Context: an optimization exercise on an open-source flow, tuned for small area and a short achievable clock period. The choices shown serve that exercise and are no tape-out recipe.
At most, simulation tests tie the RTL to the original design; equivalence was not proved.
Power is estimated from default activity; no workload was simulated.

==> module cmp_leaf, before the edit <==
module cmp_leaf #(
    parameter int W = 1
) (
    input  logic [W-1:0] a,
    input  logic [W-1:0] b,
    output logic         gt_n,
    output logic         ge_n
);
    assign gt_n = ~(a > b);
    assign ge_n = ~(a >= b);
endmodule
==> module cmp_node, before the edit <==
module cmp_node #(
    parameter bit INV_IN = 1'b0
) (
    input  logic gt_h,
    input  logic ge_h,
    input  logic gt_l,
    input  logic ge_l,
    output logic gt_o,
    output logic ge_o
);
    if (INV_IN) begin : g_inv
        assign gt_o = ~(gt_h & (ge_h | gt_l));
        assign ge_o = ~(gt_h & (ge_h | ge_l));
    end else begin : g_true
        assign gt_o = ~(gt_h | (ge_h & gt_l));
        assign ge_o = ~(gt_h | (ge_h & ge_l));
    end
endmodule
export LEC_CHECK = 0
export CAP_MARGIN = 20
export CORE_AREA = 4 4 316 316
export DIE_AREA = 0 0 320 320
export SETUP_SLACK_MARGIN = 1.2
export SLEW_MARGIN = 20
export SYNTH_HIERARCHICAL = 1
create_clock -name core_clock -period 2.8 [get_ports {clk}]
standard.sh (not shown) runs the stock make flow with config.mk's settings and CLKGATE_MAP_FILE= SYNTH_SCRIPT=/design/flow/synth_recipe.tcl, a recipe that flattens the netlist after the stock synthesis.
==> flow/flow/run.sh <==
#!/bin/bash
# Standard layout, with these changes: the port buffers are the smallest buffer, except that
# the output ports get a stronger buffer and stronger registers after global placement, the
# combinational cells start at their smallest size before floorplanning, and the operand
# pins are placed in runs of positions along the die edge.
set -uo pipefail
HERE=$(pwd)
export BUFFER_PORTS_ARGS="-buffer_cell sky130_fd_sc_hd__buf_1"
export POST_GLOBAL_PLACE_TCL="$HERE/flow/outbuf.tcl"
export PRE_FLOORPLAN_TCL="$HERE/flow/downsize.tcl"
export PRE_IO_PLACEMENT_TCL="$HERE/flow/io.tcl"
bash standard.sh > "$HERE/standard.log" 2>&1
Other scripts of this flow, unchanged in this note and not shown: flow/flow/downsize.tcl, flow/flow/io.tcl, flow/flow/outbuf.tcl
Then changed:
--- a/flow/design.v
+++ b/flow/design.v
@@ -44,6 +44,12 @@
     end
 endmodule
 `timescale 1ns/1ps
+module cmp_inv (
+    input  logic x,
+    output logic x_n
+);
+    assign x_n = ~x;
+endmodule
 module cmp_leaf #(
     parameter int W = 1
 ) (
@@ -52,8 +58,18 @@
     output logic         gt_n,
     output logic         ge_n
 );
-    assign gt_n = ~(a > b);
-    assign ge_n = ~(a >= b);
+    if (W == 1) begin : g_bit
+        logic b_n;
+        cmp_inv i_inv (
+            .x   (b[0]),
+            .x_n (b_n)
+        );
+        assign gt_n = ~(a[0] & b_n);
+        assign ge_n = ~(a[0] | b_n);
+    end else begin : g_slice
+        assign gt_n = ~(a > b);
+        assign ge_n = ~(a >= b);
+    end
 endmodule
 module cmp_node #(
     parameter bit INV_IN = 1'b0
@@ -69,8 +85,8 @@
         assign gt_o = ~(gt_h & (ge_h | gt_l));
         assign ge_o = ~(gt_h & (ge_h | ge_l));
     end else begin : g_true
-        assign gt_o = ~(gt_h | (ge_h & gt_l));
-        assign ge_o = ~(gt_h | (ge_h & ge_l));
+        assign gt_o = ~(ge_h & (gt_h | gt_l));
+        assign ge_o = ~(ge_h & (gt_h | ge_l));
     end
 endmodule
 module gp_tree #(
Outcome: Maximum frequency shrinks by about 0.5%; hold slack gains 0.0045 ns; total power rose by 16%; final area goes down by 3.5%; clock-buffer cell count does not change; synthesized cell count climbs by 24%; via count goes up by 6.2%; utilization shrinks by 0.66 points; routed wire length goes down by 1.6%; flip-flop and latch count stays the same; die area is unchanged.

== run 2 ==
The RTL this note starts from:
==> flow/design.v <==
package cmp_pkg;
    localparam int OPERAND_WIDTH = 512;
    localparam int GROUP_WIDTH = 32;
    localparam int NUM_GROUPS = OPERAND_WIDTH / GROUP_WIDTH;
    localparam int NUM_GROUPS2 = 2;
    localparam int LEAF_WIDTH = 1;
    localparam int PIPE_LATENCY = 4;
    function automatic bit odd_log2(input int n);
        bit r;
        r = 1'b0;
        for (int k = n; k > 1; k = k / 2) begin
            r = ~r;
        end
        odd_log2 = r;
    endfunction
    typedef struct packed {
        logic [OPERAND_WIDTH-1:0] a;
        logic [OPERAND_WIDTH-1:0] b;
    } operand_pair_t;
    typedef struct packed {
        logic gt;
        logic eq;
        logic lt;
    } cmp_flags_t;
    typedef union packed {
        logic [2:0] code;
        cmp_flags_t flags;
    } cmp_result_u;
endpackage
`timescale 1ns/1ps
module operand_capture (
    input  cmp_pkg::operand_pair_t                operands,
    output logic [cmp_pkg::NUM_GROUPS-1:0]        gt_c,
    output logic [cmp_pkg::NUM_GROUPS-1:0]        ge_c
);
    localparam int GW = cmp_pkg::GROUP_WIDTH;
    for (genvar g = 0; g < cmp_pkg::NUM_GROUPS; g++) begin : g_grp
        group_select #(.W(GW), .LW(cmp_pkg::LEAF_WIDTH)) i_grp (
            .a    (operands.a[g*GW +: GW]),
            .b    (operands.b[g*GW +: GW]),
            .gt_o (gt_c[g]),
            .ge_o (ge_c[g])
        );
    end
endmodule
`timescale 1ns/1ps
module cmp_inv (
    input  logic x,
    output logic x_n
);
    assign x_n = ~x;
endmodule
module cmp_leaf #(
    parameter int W = 1
) (
    input  logic [W-1:0] a,
    input  logic [W-1:0] b,
    output logic         gt_n,
    output logic         ge_n
);
    if (W == 1) begin : g_bit
        logic b_n;
        cmp_inv i_inv (
            .x   (b[0]),
            .x_n (b_n)
        );
        assign gt_n = ~(a[0] & b_n);
        assign ge_n = ~(a[0] | b_n);
    end else begin : g_slice
        assign gt_n = ~(a > b);
        assign ge_n = ~(a >= b);
    end
endmodule
module cmp_node #(
    parameter bit INV_IN = 1'b0
) (
    input  logic gt_h,
    input  logic ge_h,
    input  logic gt_l,
    input  logic ge_l,
    output logic gt_o,
    output logic ge_o
);
    if (INV_IN) begin : g_inv
        assign gt_o = ~(gt_h & (ge_h | gt_l));
        assign ge_o = ~(gt_h & (ge_h | ge_l));
    end else begin : g_true
        assign gt_o = ~(gt_h | (ge_h & gt_l));
        assign ge_o = ~(gt_h | (ge_h & ge_l));
    end
endmodule
module gp_tree #(
    parameter int N      = 2,
    parameter bit INV_IN = 1'b0
) (
    input  logic [N-1:0] gt_in,
    input  logic [N-1:0] ge_in,
    output logic         gt_out,
    output logic         ge_out
);
    if (N == 2) begin : g_pair
        cmp_node #(.INV_IN(INV_IN)) i_node (
            .gt_h (gt_in[1]),
            .ge_h (ge_in[1]),
            .gt_l (gt_in[0]),
            .ge_l (ge_in[0]),
            .gt_o (gt_out),
            .ge_o (ge_out)
        );
    end else begin : g_split
        localparam int H = N / 2;
        localparam bit INV_MID = INV_IN ^ cmp_pkg::odd_log2(H);
        logic gt_hi, ge_hi, gt_lo, ge_lo;
        gp_tree #(.N(H), .INV_IN(INV_IN)) i_hi (
            .gt_in  (gt_in[N-1:H]),
            .ge_in  (ge_in[N-1:H]),
            .gt_out (gt_hi),
            .ge_out (ge_hi)
        );
        gp_tree #(.N(H), .INV_IN(INV_IN)) i_lo (
            .gt_in  (gt_in[H-1:0]),
            .ge_in  (ge_in[H-1:0]),
            .gt_out (gt_lo),
            .ge_out (ge_lo)
        );
        cmp_node #(.INV_IN(INV_MID)) i_node (
            .gt_h (gt_hi),
            .ge_h (ge_hi),
            .gt_l (gt_lo),
            .ge_l (ge_lo),
            .gt_o (gt_out),
            .ge_o (ge_out)
        );
    end
endmodule
`timescale 1ns/1ps
module group_select #(
    parameter int W  = 8,
    parameter int LW = 1
) (
    input  logic [W-1:0] a,
    input  logic [W-1:0] b,
    output logic         gt_o,
    output logic         ge_o
);
    localparam int NL = W / LW;
    logic [NL-1:0] gt_n, ge_n;
    for (genvar i = 0; i < NL; i++) begin : g_leaf
        cmp_leaf #(.W(LW)) i_leaf (
            .a    (a[LW*i +: LW]),
            .b    (b[LW*i +: LW]),
            .gt_n (gt_n[i]),
            .ge_n (ge_n[i])
        );
    end
    gp_tree #(.N(NL), .INV_IN(1'b1)) i_tree (
        .gt_in  (gt_n),
        .ge_in  (ge_n),
        .gt_out (gt_o),
        .ge_out (ge_o)
    );
endmodule
`timescale 1ns/1ps
module result_encode (
    input  logic                 gt,
    input  logic                 ge,
    output cmp_pkg::cmp_result_u code
);
    always_comb begin
        code.flags.gt = gt;
        code.flags.eq = ge & ~gt;
        code.flags.lt = ~ge;
    end
endmodule
`timescale 1ns/1ps
module comparator_512bit (
    input  logic                   clk,
    input  logic                   reset,
    input  logic                   in_valid,
    input  cmp_pkg::operand_pair_t operands,
    output logic                   result_valid,
    output cmp_pkg::cmp_result_u   result
);
    localparam int NG  = cmp_pkg::NUM_GROUPS;
    localparam int NG2 = cmp_pkg::NUM_GROUPS2;
    localparam int S2  = NG / NG2;
    localparam bit INV1 = ~cmp_pkg::odd_log2(cmp_pkg::GROUP_WIDTH / cmp_pkg::LEAF_WIDTH);
    localparam bit INV2 = INV1 ^ cmp_pkg::odd_log2(S2);
    localparam bit INV3 = INV2 ^ cmp_pkg::odd_log2(NG2);
    logic           v1, v2, v3;
    logic [NG-1:0]  gt1_c, ge1_c;
    logic [NG-1:0]  gt1, ge1;
    logic [NG2-1:0] gt2_c, ge2_c;
    logic [NG2-1:0] gt2, ge2;
    logic           gt3_c, ge3_c;
    logic           gt3, ge3;
    cmp_pkg::cmp_result_u code_c;
    operand_capture i_operand_capture (
        .operands (operands),
        .gt_c     (gt1_c),
        .ge_c     (ge1_c)
    );
    always_ff @(posedge clk) begin
        if (reset) v1 <= 1'b0;
        else       v1 <= in_valid;
        gt1 <= gt1_c;
        ge1 <= ge1_c;
    end
    for (genvar g = 0; g < NG2; g++) begin : g_stage2
        gp_tree #(.N(S2), .INV_IN(INV1)) i_tree (
            .gt_in  (gt1[g*S2 +: S2]),
            .ge_in  (ge1[g*S2 +: S2]),
            .gt_out (gt2_c[g]),
            .ge_out (ge2_c[g])
        );
    end
    always_ff @(posedge clk) begin
        if (reset) v2 <= 1'b0;
        else       v2 <= v1;
        gt2 <= gt2_c;
        ge2 <= ge2_c;
    end
    gp_tree #(.N(NG2), .INV_IN(INV2)) i_stage3 (
        .gt_in  (gt2),
        .ge_in  (ge2),
        .gt_out (gt3_c),
        .ge_out (ge3_c)
    );
    always_ff @(posedge clk) begin
        if (reset) v3 <= 1'b0;
        else       v3 <= v2;
        gt3 <= gt3_c ^ INV3;
        ge3 <= ge3_c ^ INV3;
    end
    result_encode i_result_encode (
        .gt   (gt3),
        .ge   (ge3),
        .code (code_c)
    );
    always_ff @(posedge clk) begin
        if (reset) begin
            result_valid <= 1'b0;
            result.code  <= 3'b000;
        end else begin
            result_valid <= v3;
            if (v3) begin
                result <= code_c;
            end
        end
    end
endmodule
Settings: LEC_CHECK=0, CAP_MARGIN=20, CORE_AREA=4 4 316 316, DIE_AREA=0 0 320 320, SETUP_SLACK_MARGIN=1.2, SLEW_MARGIN=20, SYNTH_HIERARCHICAL=1; clock period 2.8 ns.
Scripts as last shown in full above: flow/flow/run.sh
Other scripts of this flow, unchanged in this note and not shown: flow/flow/downsize.tcl, flow/flow/io.tcl, flow/flow/outbuf.tcl
For run 4, these inputs were changed with respect to run 2:
--- a/flow/design.v
+++ b/flow/design.v
@@ -1,9 +1,9 @@
 package cmp_pkg;
     localparam int OPERAND_WIDTH = 512;
-    localparam int GROUP_WIDTH = 32;
+    localparam int GROUP_WIDTH = 16;
     localparam int NUM_GROUPS = OPERAND_WIDTH / GROUP_WIDTH;
-    localparam int NUM_GROUPS2 = 2;
+    localparam int NUM_GROUPS2 = 4;
     localparam int LEAF_WIDTH = 1;
     localparam int PIPE_LATENCY = 4;
     function automatic bit odd_log2(input int n);
         bit r;
@@ -43,34 +43,18 @@
         );
     end
 endmodule
 `timescale 1ns/1ps
-module cmp_inv (
-    input  logic x,
-    output logic x_n
-);
-    assign x_n = ~x;
-endmodule
 module cmp_leaf #(
     parameter int W = 1
 ) (
     input  logic [W-1:0] a,
     input  logic [W-1:0] b,
     output logic         gt_n,
     output logic         ge_n
 );
-    if (W == 1) begin : g_bit
-        logic b_n;
-        cmp_inv i_inv (
-            .x   (b[0]),
-            .x_n (b_n)
-        );
-        assign gt_n = ~(a[0] & b_n);
-        assign ge_n = ~(a[0] | b_n);
-    end else begin : g_slice
-        assign gt_n = ~(a > b);
-        assign ge_n = ~(a >= b);
-    end
+    assign gt_n = ~(a > b);
+    assign ge_n = ~(a >= b);
 endmodule
 module cmp_node #(
     parameter bit INV_IN = 1'b0
 ) (
Notes after the runs:
Taking run 2 as 1.0, run 4 lands at 1.09 on final area. Fraction of layout instances using a drive strength above 1, run 4 and run 2: larger value in run 4. Run 4: overall track demand over capacity in global routing higher than run 2. Synthesized netlist cell count down 476 in run 4 wrt run 2. Combinational power: run 2 vs run 4, no meaningful difference. The wire length of the first global-routing pass number comes out lower for run 2 vs run 4. Compared run 2 against run 4; area of the die within noise. Run 4 vs. run 2: routed length on met3 moved up, share of power burned in combinational logic fell by 14 points, switching power as a share of total power down 8.0 points, minimum setup slack after placement went up by 670 ps. Run 4 ended up with a lower final non-filler cell total than run 2 did.
No run of this note included a check of the RTL's function; only the layout flow was run.

port drivers added, routing unchanged:
No port has a modelled driver above. Below, the same layouts with a new extraction and two added sets of constraints.
Step 1 assumes that a clkbuf_16 drives the clock port and a buf_2 every other input.
Step 2 adds t to the input delays and takes it off the output delays; t is the mean of the earliest and latest rising clock arrival at the registers after step 1. Input paths then give back, and output paths get back, about the clock's delay inside the block.
Slacks: ideal ports / drivers / drivers and shift; pairs: ideal ports / drivers.
run	shift t [ns]	slack for setup (ns)	worst setup path after step 2	worst register clock-pin slew, ns	cell pins on the clock port's net
the first run of note 1	0.381	1.430 / 1.379 / 1.103	input to register	0.09 / 0.09	1
the second run of note 1	0.382	1.424 / 1.372 / 1.169	input to register	0.09 / 0.09	1
run 2	0.376	1.245 / 1.265 / 0.889	input to register	0.09 / 0.09	1
run 4	0.424	1.358 / 1.310 / 1.276	input to register	0.08 / 0.08	1
After both steps every run listed still meets setup and hold. The setup slack of run 2, which loses most, moves by +0.020 ns with the drivers and by -0.356 ns with both steps.
